This design comes from an exercise in tuning for small area and few clock cycles per item on the open sky130 flow, not from production work.

==> juniper <==
==> flow/design.v <==
`default_nettype none
package wfc_pkg;
  localparam int LVL_W  = 16;
  localparam int FRAC_W = 16;
  localparam int QUO_W  = FRAC_W + 1;
  localparam int COL_W  = 8;
  localparam int APB_DW = 32;
  localparam int APB_AW = 3;
endpackage
`default_nettype wire
`default_nettype none
module wfc_apb_regs (
  input  wire logic                             clk,
  input  wire logic                             rst_n,
  input  wire logic                             psel,
  input  wire logic                             penable,
  input  wire logic                             pwrite,
  input  wire logic [wfc_pkg::APB_AW-1:0]       paddr,
  input  wire logic [wfc_pkg::APB_DW-1:0]       pwdata,
  output logic      [wfc_pkg::APB_DW-1:0]       prdata,
  output logic                                  pready,
  output logic signed [wfc_pkg::LVL_W-1:0]      low_level,
  output logic signed [wfc_pkg::LVL_W-1:0]      high_level
);
  logic signed [15:0] low_r;
  logic signed [15:0] high_r;
  logic               wr_en;
  assign pready = 1'b1;
  assign wr_en  = psel & penable & pwrite;
  always_ff @(posedge clk) begin
    if (!rst_n) begin
      low_r  <= 16'sd480;
      high_r <= 16'sd1440;
    end else if (wr_en) begin
      if (paddr[2]) high_r <= pwdata[15:0];
      else          low_r  <= pwdata[15:0];
    end
  end
  logic [15:0] rd;
  assign rd     = paddr[2] ? high_r : low_r;
  assign prdata = {{16{rd[15]}}, rd};
  assign low_level  = low_r;
  assign high_level = high_r;
endmodule
`default_nettype wire
`default_nettype none
module wfc_divider #(
  parameter logic [16:0] REG_AFTER = 17'b1_0100_1001_0010_0101
) (
  input  wire logic                             clk,
  input  wire logic                             rst_n,
  input  wire logic                             en,
  input  wire logic                             in_valid,
  input  wire logic signed [wfc_pkg::LVL_W-1:0] level,
  input  wire logic signed [wfc_pkg::LVL_W-1:0] low_level,
  input  wire logic signed [wfc_pkg::LVL_W-1:0] high_level,
  output logic                                  out_valid,
  output logic [wfc_pkg::QUO_W-1:0]             out_quo,
  output logic                                  out_dz
);
  logic [16:0] rng;
  logic [15:0] d_r;
  assign rng = {high_level[15], high_level} - {low_level[15], low_level};
  always_ff @(posedge clk) d_r <= rng[15:0];
  assign out_dz = (d_r == 16'd0);
  logic [16:0] off;
  logic        neg, rneg, dz0, eq, gt, yellow, black;
  assign off    = {level[15], level} - {low_level[15], low_level};
  assign neg    = off[16];
  assign rneg   = rng[16];
  assign dz0    = (rng[15:0] == 16'd0);
  assign eq     = (off[15:0] == rng[15:0]);
  assign gt     = (off[15:0] >  rng[15:0]);
  assign yellow = ~neg & (rneg | gt);
  assign black  = neg | (~yellow & dz0);
  logic [15:0] rem_c [0:16];
  logic [16:0] quo_c [0:16];
  logic        vld_c [0:16];
  logic [15:0] rem_i [0:16];
  logic [16:0] quo_i [0:16];
  logic        vld_i [0:16];
  assign rem_c[0] = yellow ? 16'd1 : (black | eq) ? 16'd0 : off[15:0];
  assign quo_c[0] = {16'd0, yellow | (~black & eq)};
  assign vld_c[0] = in_valid;
  for (genvar r = 0; r <= 16; r++) begin : g_row
    if (r > 0) begin : g_step
      localparam bit ENTRY = ((REG_AFTER & ((17'd1 << r) - 17'd1)) == 17'd0);
      logic [15:0] dv;
      logic [16:0] t;
      logic [16:0] diff;
      logic        qb;
      assign dv   = ENTRY ? rng[15:0] : d_r;
      assign t    = {rem_i[r-1], 1'b0};
      assign diff = t - {1'b0, dv};
      assign qb   = ~diff[16];
      assign rem_c[r] = qb ? diff[15:0] : t[15:0];
      assign quo_c[r] = {quo_i[r-1][15:0], qb};
      assign vld_c[r] = vld_i[r-1];
    end
    if (REG_AFTER[r]) begin : g_reg
      logic [15:0] rem_q;
      logic [16:0] quo_q;
      logic        vld_q;
      always_ff @(posedge clk) begin
        if (!rst_n)  vld_q <= 1'b0;
        else if (en) vld_q <= vld_c[r];
      end
      always_ff @(posedge clk) begin
        if (en) begin
          quo_q <= quo_c[r];
          if (r < 16) rem_q <= rem_c[r];
        end
      end
      assign rem_i[r] = rem_q;
      assign quo_i[r] = quo_q;
      assign vld_i[r] = vld_q;
    end else begin : g_comb
      assign rem_i[r] = rem_c[r];
      assign quo_i[r] = quo_c[r];
      assign vld_i[r] = vld_c[r];
    end
  end
  assign out_valid = vld_i[16];
  assign out_quo   = quo_i[16];
endmodule
`default_nettype wire
`default_nettype none
module wfc_colormap (
  input  wire logic [wfc_pkg::QUO_W-1:0] quo,
  input  wire logic                      dz,
  output logic [wfc_pkg::COL_W-1:0]      red,
  output logic [wfc_pkg::COL_W-1:0]      green,
  output logic [wfc_pkg::COL_W-1:0]      blue
);
  function automatic logic [7:0] up(input logic [16:0] x);
    logic [24:0] p;
    p  = {x, 8'd0} - {8'd0, x};
    up = p[23:16];
  endfunction
  logic [19:0] p9;
  logic [3:0]  ip;
  logic [16:0] x;
  logic [16:0] xd;
  logic [18:0] m;
  logic [26:0] pw;
  logic [24:0] pg;
  logic [7:0]  u, dn, wr, wg;
  logic        yel, blk;
  assign p9 = {3'b000, quo} + {quo, 3'b000};
  assign ip = p9[19:16];
  always_comb begin
    case (ip)
      4'd0, 4'd1: x = {1'b0, ip[0], p9[15:1]};
      4'd5:       x = {2'b00, p9[15:1]};
      4'd6:       x = {2'b01, p9[15:1]};
      4'd8, 4'd9: x = {ip[0], p9[15:0]};
      default:    x = {1'b0, p9[15:0]};
    endcase
  end
  assign xd = 17'd65536 - x;
  assign u  = up(x);
  assign dn = up(xd);
  assign m  = 19'd262144 - {2'b00, x};
  assign pw = {m, 8'd0} - {8'd0, m};
  assign wr = pw[25:18];
  assign pg = {x, 8'd0} - {8'd0, x};
  assign wg = pg[24:17];
  assign yel = quo[16] & (quo[15:0] != 16'd0);
  assign blk = dz & ~quo[16];
  always_comb begin
    if (yel) begin
      {red, green, blue} = {8'hFF, 8'hFF, 8'h00};
    end else if (blk) begin
      {red, green, blue} = 24'h000000;
    end else begin
      case (ip)
        4'd0, 4'd1: {red, green, blue} = {8'h00, 8'h00, u};
        4'd2:       {red, green, blue} = {8'h00, u, 8'hFF};
        4'd3:       {red, green, blue} = {8'h00, 8'hFF, dn};
        4'd4:       {red, green, blue} = {u, 8'hFF, 8'h00};
        4'd5, 4'd6: {red, green, blue} = {8'hFF, dn, 8'h00};
        4'd7:       {red, green, blue} = {8'hFF, 8'h00, u};
        default:    {red, green, blue} = {wr, wg, 8'hFF};
      endcase
    end
  end
endmodule
`default_nettype wire
`default_nettype none
module waterfall_level_to_rgb_core (
  input  wire logic                        clk,
  input  wire logic                        rst_n,
  input  wire logic                        in_valid,
  output logic                             in_ready,
  input  wire logic [wfc_pkg::LVL_W-1:0]   in_level,
  output logic                             out_valid,
  input  wire logic                        out_ready,
  output logic      [wfc_pkg::COL_W-1:0]   out_red,
  output logic      [wfc_pkg::COL_W-1:0]   out_green,
  output logic      [wfc_pkg::COL_W-1:0]   out_blue,
  input  wire logic                        psel,
  input  wire logic                        penable,
  input  wire logic                        pwrite,
  input  wire logic [wfc_pkg::APB_AW-1:0]  paddr,
  input  wire logic [wfc_pkg::APB_DW-1:0]  pwdata,
  output logic      [wfc_pkg::APB_DW-1:0]  prdata,
  output logic                             pready
);
  logic signed [wfc_pkg::LVL_W-1:0] low_level;
  logic signed [wfc_pkg::LVL_W-1:0] high_level;
  logic                             pipe_en;
  logic [wfc_pkg::QUO_W-1:0]        quo;
  logic                             dz;
  wfc_apb_regs u_regs (
    .clk        (clk),
    .rst_n      (rst_n),
    .psel       (psel),
    .penable    (penable),
    .pwrite     (pwrite),
    .paddr      (paddr),
    .pwdata     (pwdata),
    .prdata     (prdata),
    .pready     (pready),
    .low_level  (low_level),
    .high_level (high_level)
  );
  wfc_divider u_div (
    .clk        (clk),
    .rst_n      (rst_n),
    .en         (pipe_en),
    .in_valid   (in_valid),
    .level      (in_level),
    .low_level  (low_level),
    .high_level (high_level),
    .out_valid  (out_valid),
    .out_quo    (quo),
    .out_dz     (dz)
  );
  wfc_colormap u_cmap (
    .quo   (quo),
    .dz    (dz),
    .red   (out_red),
    .green (out_green),
    .blue  (out_blue)
  );
  assign pipe_en  = out_ready | ~out_valid;
  assign in_ready = pipe_en;
endmodule
`default_nettype wire
==> flow/run.sh <==
#!/bin/bash
# synth_recipe.tcl (not shown) runs the flow's synth.tcl, then flattens the netlist and writes it again
# the make line also repeats each setting of config.mk as NAME=value (left out here)
make -C /OpenROAD-flow-scripts/flow DESIGN_CONFIG=/design/flow/config.mk WORK_HOME=/design/flow/orfs CLKGATE_MAP_FILE= SYNTH_SCRIPT=/design/flow/synth_recipe.tcl finish
==> flow/config.mk <==
export PLATFORM = sky130hd
export DESIGN_NAME = waterfall_level_to_rgb_core
export DESIGN_NICKNAME = waterfall_level_to_rgb_core
export VERILOG_FILES = /design/flow/design.v
export SDC_FILE = /design/flow/constraint.sdc
export NUM_CORES = 4
export LEC_CHECK = 0
export CAP_MARGIN = 20
export CORE_MARGIN = 2
export CORE_UTILIZATION = 40
export SLEW_MARGIN = 20
==> flow/constraint.sdc <==
create_clock -name core_clock -period 5.0 [get_ports {clk}]
set_input_delay 1.0000 -clock core_clock [delete_from_list [all_inputs] [get_ports {clk}]]
set_output_delay 1.0000 -clock core_clock [all_outputs]
set_load 0.01 [all_outputs]
==> umber: changes against juniper <==
--- a/flow/design.v
+++ b/flow/design.v
@@ -45,7 +45,7 @@
 `default_nettype wire
 `default_nettype none
 module wfc_divider #(
-  parameter logic [16:0] REG_AFTER = 17'b1_0100_1001_0010_0101
+  parameter logic [16:0] REG_AFTER = 17'b1_1001_0010_0100_1001
 ) (
   input  wire logic                             clk,
   input  wire logic                             rst_n,
@@ -55,14 +55,12 @@
   input  wire logic signed [wfc_pkg::LVL_W-1:0] low_level,
   input  wire logic signed [wfc_pkg::LVL_W-1:0] high_level,
   output logic                                  out_valid,
-  output logic [wfc_pkg::QUO_W-1:0]             out_quo,
-  output logic                                  out_dz
+  output logic [19:0]                           out_pos
 );
   logic [16:0] rng;
   logic [15:0] d_r;
   assign rng = {high_level[15], high_level} - {low_level[15], low_level};
   always_ff @(posedge clk) d_r <= rng[15:0];
-  assign out_dz = (d_r == 16'd0);
   logic [16:0] off;
   logic        neg, rneg, dz0, eq, gt, yellow, black;
   assign off    = {level[15], level} - {low_level[15], low_level};
@@ -84,22 +82,24 @@
   assign vld_c[0] = in_valid;
   for (genvar r = 0; r <= 16; r++) begin : g_row
     if (r > 0) begin : g_step
-      localparam bit ENTRY = ((REG_AFTER & ((17'd1 << r) - 17'd1)) == 17'd0);
-      logic [15:0] dv;
-      logic [16:0] t;
-      logic [16:0] diff;
+      logic [16:0] t, dn, gg, pp, co;
       logic        qb;
-      assign dv   = ENTRY ? rng[15:0] : d_r;
-      assign t    = {rem_i[r-1], 1'b0};
-      assign diff = t - {1'b0, dv};
-      assign qb   = ~diff[16];
-      assign rem_c[r] = qb ? diff[15:0] : t[15:0];
+      assign t  = {rem_i[r-1], 1'b0};
+      assign dn = {1'b1, ~d_r};
+      assign gg = {t[16:1] & dn[16:1], dn[0]};
+      assign pp = {t[16:1] | dn[16:1], 1'b0};
+      assign co[0] = gg[0];
+      for (genvar i = 1; i < 17; i++) begin : g_c
+        assign co[i] = gg[i] | (pp[i] & co[i-1]);
+      end
+      assign qb       = co[16];
+      assign rem_c[r] = t[15:0] ^ ({16{qb}} & ~(d_r ^ {co[14:0], 1'b1}));
       assign quo_c[r] = {quo_i[r-1][15:0], qb};
       assign vld_c[r] = vld_i[r-1];
     end
-    if (REG_AFTER[r]) begin : g_reg
+    if (REG_AFTER[r] && r < 16) begin : g_reg
       logic [15:0] rem_q;
-      logic [16:0] quo_q;
+      logic [r:0]  quo_q;
       logic        vld_q;
       always_ff @(posedge clk) begin
         if (!rst_n)  vld_q <= 1'b0;
@@ -107,12 +107,12 @@
       end
       always_ff @(posedge clk) begin
         if (en) begin
-          quo_q <= quo_c[r];
-          if (r < 16) rem_q <= rem_c[r];
+          quo_q <= quo_c[r][r:0];
+          rem_q <= rem_c[r];
         end
       end
       assign rem_i[r] = rem_q;
-      assign quo_i[r] = quo_q;
+      assign quo_i[r] = {{(16-r){1'b0}}, quo_q};
       assign vld_i[r] = vld_q;
     end else begin : g_comb
       assign rem_i[r] = rem_c[r];
@@ -120,69 +120,66 @@
       assign vld_i[r] = vld_c[r];
     end
   end
-  assign out_valid = vld_i[16];
-  assign out_quo   = quo_i[16];
+  logic [16:0] q;
+  logic [19:0] p9;
+  logic        ylw, blk;
+  logic [19:0] pos_q;
+  logic        pos_vld_q;
+  assign q   = quo_c[16];
+  assign p9  = {3'b000, q} + {q, 3'b000};
+  assign ylw = q[16] & (q[15:0] != 16'd0);
+  assign blk = ~q[16] & (d_r == 16'd0);
+  always_ff @(posedge clk) begin
+    if (!rst_n)  pos_vld_q <= 1'b0;
+    else if (en) pos_vld_q <= vld_c[16];
+  end
+  always_ff @(posedge clk) begin
+    if (en) pos_q <= ylw ? 20'h50000 : blk ? 20'h00000 : p9;
+  end
+  assign out_valid = pos_vld_q;
+  assign out_pos   = pos_q;
 endmodule
 `default_nettype wire
 `default_nettype none
 module wfc_colormap (
-  input  wire logic [wfc_pkg::QUO_W-1:0] quo,
-  input  wire logic                      dz,
+  input  wire logic [19:0]               pos,
   output logic [wfc_pkg::COL_W-1:0]      red,
   output logic [wfc_pkg::COL_W-1:0]      green,
   output logic [wfc_pkg::COL_W-1:0]      blue
 );
-  function automatic logic [7:0] up(input logic [16:0] x);
-    logic [24:0] p;
-    p  = {x, 8'd0} - {8'd0, x};
-    up = p[23:16];
-  endfunction
-  logic [19:0] p9;
   logic [3:0]  ip;
-  logic [16:0] x;
-  logic [16:0] xd;
-  logic [18:0] m;
-  logic [26:0] pw;
-  logic [24:0] pg;
-  logic [7:0]  u, dn, wr, wg;
-  logic        yel, blk;
-  assign p9 = {3'b000, quo} + {quo, 3'b000};
-  assign ip = p9[19:16];
+  logic [15:0] x;
+  logic [7:0]  a, b, cu, up, dn, wr, wg;
+  logic [8:0]  c3;
+  logic        nz;
+  assign ip = pos[19:16];
   always_comb begin
     case (ip)
-      4'd0, 4'd1: x = {1'b0, ip[0], p9[15:1]};
-      4'd5:       x = {2'b00, p9[15:1]};
-      4'd6:       x = {2'b01, p9[15:1]};
-      4'd8, 4'd9: x = {ip[0], p9[15:0]};
-      default:    x = {1'b0, p9[15:0]};
+      4'd0, 4'd1: x = {ip[0], pos[15:1]};
+      4'd5, 4'd6: x = {ip[1], pos[15:1]};
+      default:    x = pos[15:0];
     endcase
   end
-  assign xd = 17'd65536 - x;
-  assign u  = up(x);
-  assign dn = up(xd);
-  assign m  = 19'd262144 - {2'b00, x};
-  assign pw = {m, 8'd0} - {8'd0, m};
-  assign wr = pw[25:18];
-  assign pg = {x, 8'd0} - {8'd0, x};
-  assign wg = pg[24:17];
-  assign yel = quo[16] & (quo[15:0] != 16'd0);
-  assign blk = dz & ~quo[16];
+  assign a  = x[15:8];
+  assign b  = x[7:0];
+  assign nz = (x != 16'd0);
+  assign cu = a + {7'd0, (a < b)};
+  assign up = cu - {7'd0, nz};
+  assign dn = ~cu;
+  assign c3 = {1'b0, cu} + 9'd3;
+  assign wr = ~{1'b0, c3[8:2]};
+  assign wg = {1'b0, up[7:1]};
   always_comb begin
-    if (yel) begin
-      {red, green, blue} = {8'hFF, 8'hFF, 8'h00};
-    end else if (blk) begin
-      {red, green, blue} = 24'h000000;
-    end else begin
-      case (ip)
-        4'd0, 4'd1: {red, green, blue} = {8'h00, 8'h00, u};
-        4'd2:       {red, green, blue} = {8'h00, u, 8'hFF};
-        4'd3:       {red, green, blue} = {8'h00, 8'hFF, dn};
-        4'd4:       {red, green, blue} = {u, 8'hFF, 8'h00};
-        4'd5, 4'd6: {red, green, blue} = {8'hFF, dn, 8'h00};
-        4'd7:       {red, green, blue} = {8'hFF, 8'h00, u};
-        default:    {red, green, blue} = {wr, wg, 8'hFF};
-      endcase
-    end
+    case (ip)
+      4'd0, 4'd1: {red, green, blue} = {8'h00, 8'h00, up};
+      4'd2:       {red, green, blue} = {8'h00, up, 8'hFF};
+      4'd3:       {red, green, blue} = {8'h00, 8'hFF, dn};
+      4'd4:       {red, green, blue} = {up, 8'hFF, 8'h00};
+      4'd5, 4'd6: {red, green, blue} = {8'hFF, dn, 8'h00};
+      4'd7:       {red, green, blue} = {8'hFF, 8'h00, up};
+      4'd8:       {red, green, blue} = {wr, wg, 8'hFF};
+      default:    {red, green, blue} = {8'd191, 8'd127, 8'hFF};
+    endcase
   end
 endmodule
 `default_nettype wire
@@ -209,8 +206,7 @@
   logic signed [wfc_pkg::LVL_W-1:0] low_level;
   logic signed [wfc_pkg::LVL_W-1:0] high_level;
   logic                             pipe_en;
-  logic [wfc_pkg::QUO_W-1:0]        quo;
-  logic                             dz;
+  logic [19:0]                      pos;
   wfc_apb_regs u_regs (
     .clk        (clk),
     .rst_n      (rst_n),
@@ -233,12 +229,10 @@
     .low_level  (low_level),
     .high_level (high_level),
     .out_valid  (out_valid),
-    .out_quo    (quo),
-    .out_dz     (dz)
+    .out_pos    (pos)
   );
   wfc_colormap u_cmap (
-    .quo   (quo),
-    .dz    (dz),
+    .pos   (pos),
     .red   (out_red),
     .green (out_green),
     .blue  (out_blue)
ABC_AREA = 1   (was default)
GPL_TIMING_DRIVEN = 0   (was default)
==> reports/metrics.yaml <==
outcome: "failed layout checks"
checkFailReasons: "setup timing"
grt_pass1_wl_um: 138600
crit_path_max_incr_delay_ns: 0.39
grt_pass1_vias: 27700
synthTopCellsByCount: "317 x ha_1, 305 x nand2_1, 257 x nor2_1, 237 x o21ai_0, 202 x inv_1"
finalSetupViolations: 129
start_util: 0.4030
fin_ws_ns: -4.227
synth_nets: 3407
yosysMostFrequentCell: "ha_1"
endpoint: "u_div.g_row[11].g_reg.rem_q[2]"
holdWs_ns: 0.4165
That was juniper.
==> reports/metrics.yaml <==
yosysMostFrequentCell: "nand2_1"
start_util: 0.4059
synth_nets: 3411
outcome: "failed layout checks"
grt_pass1_vias: 22860
path_clk_slew_ns: 0.07
crit_path_max_incr_delay_ns: 0.54
endpoint: "u_div.g_row[12].g_reg.rem_q[1]"
grt_pass1_wl_um: 113900
finalSetupViolations: 115
checkFailReasons: "setup timing"
cp.buffers_inverters: 5
fin_ws_ns: -1.259
That was umber.
No functional check of the RTL was part of any run of this note.

## separate check: timing with driven ports
How much do the figures lean on ideal ports? The routed layouts below were timed once more, with nothing changed but the port constraints. Step 1: set_driving_cell puts a clkbuf_16 on clk and a buf_2 on each other input, an assumption about the parent block. Step 2 also shifts input and output timing later by t, the mid clock arrival at the registers, as if the neighbouring blocks saw the same clock. a / b / c = ideal ports / drivers / drivers and shift; a / b = the first two.
run | shift t [ns] | slack for setup (ns) | cell pins on the clock port's net
juniper | 0.638 | -4.227 / -4.227 / -4.227 | 1
umber | 0.632 | -1.259 / -1.259 / -1.259 | 1
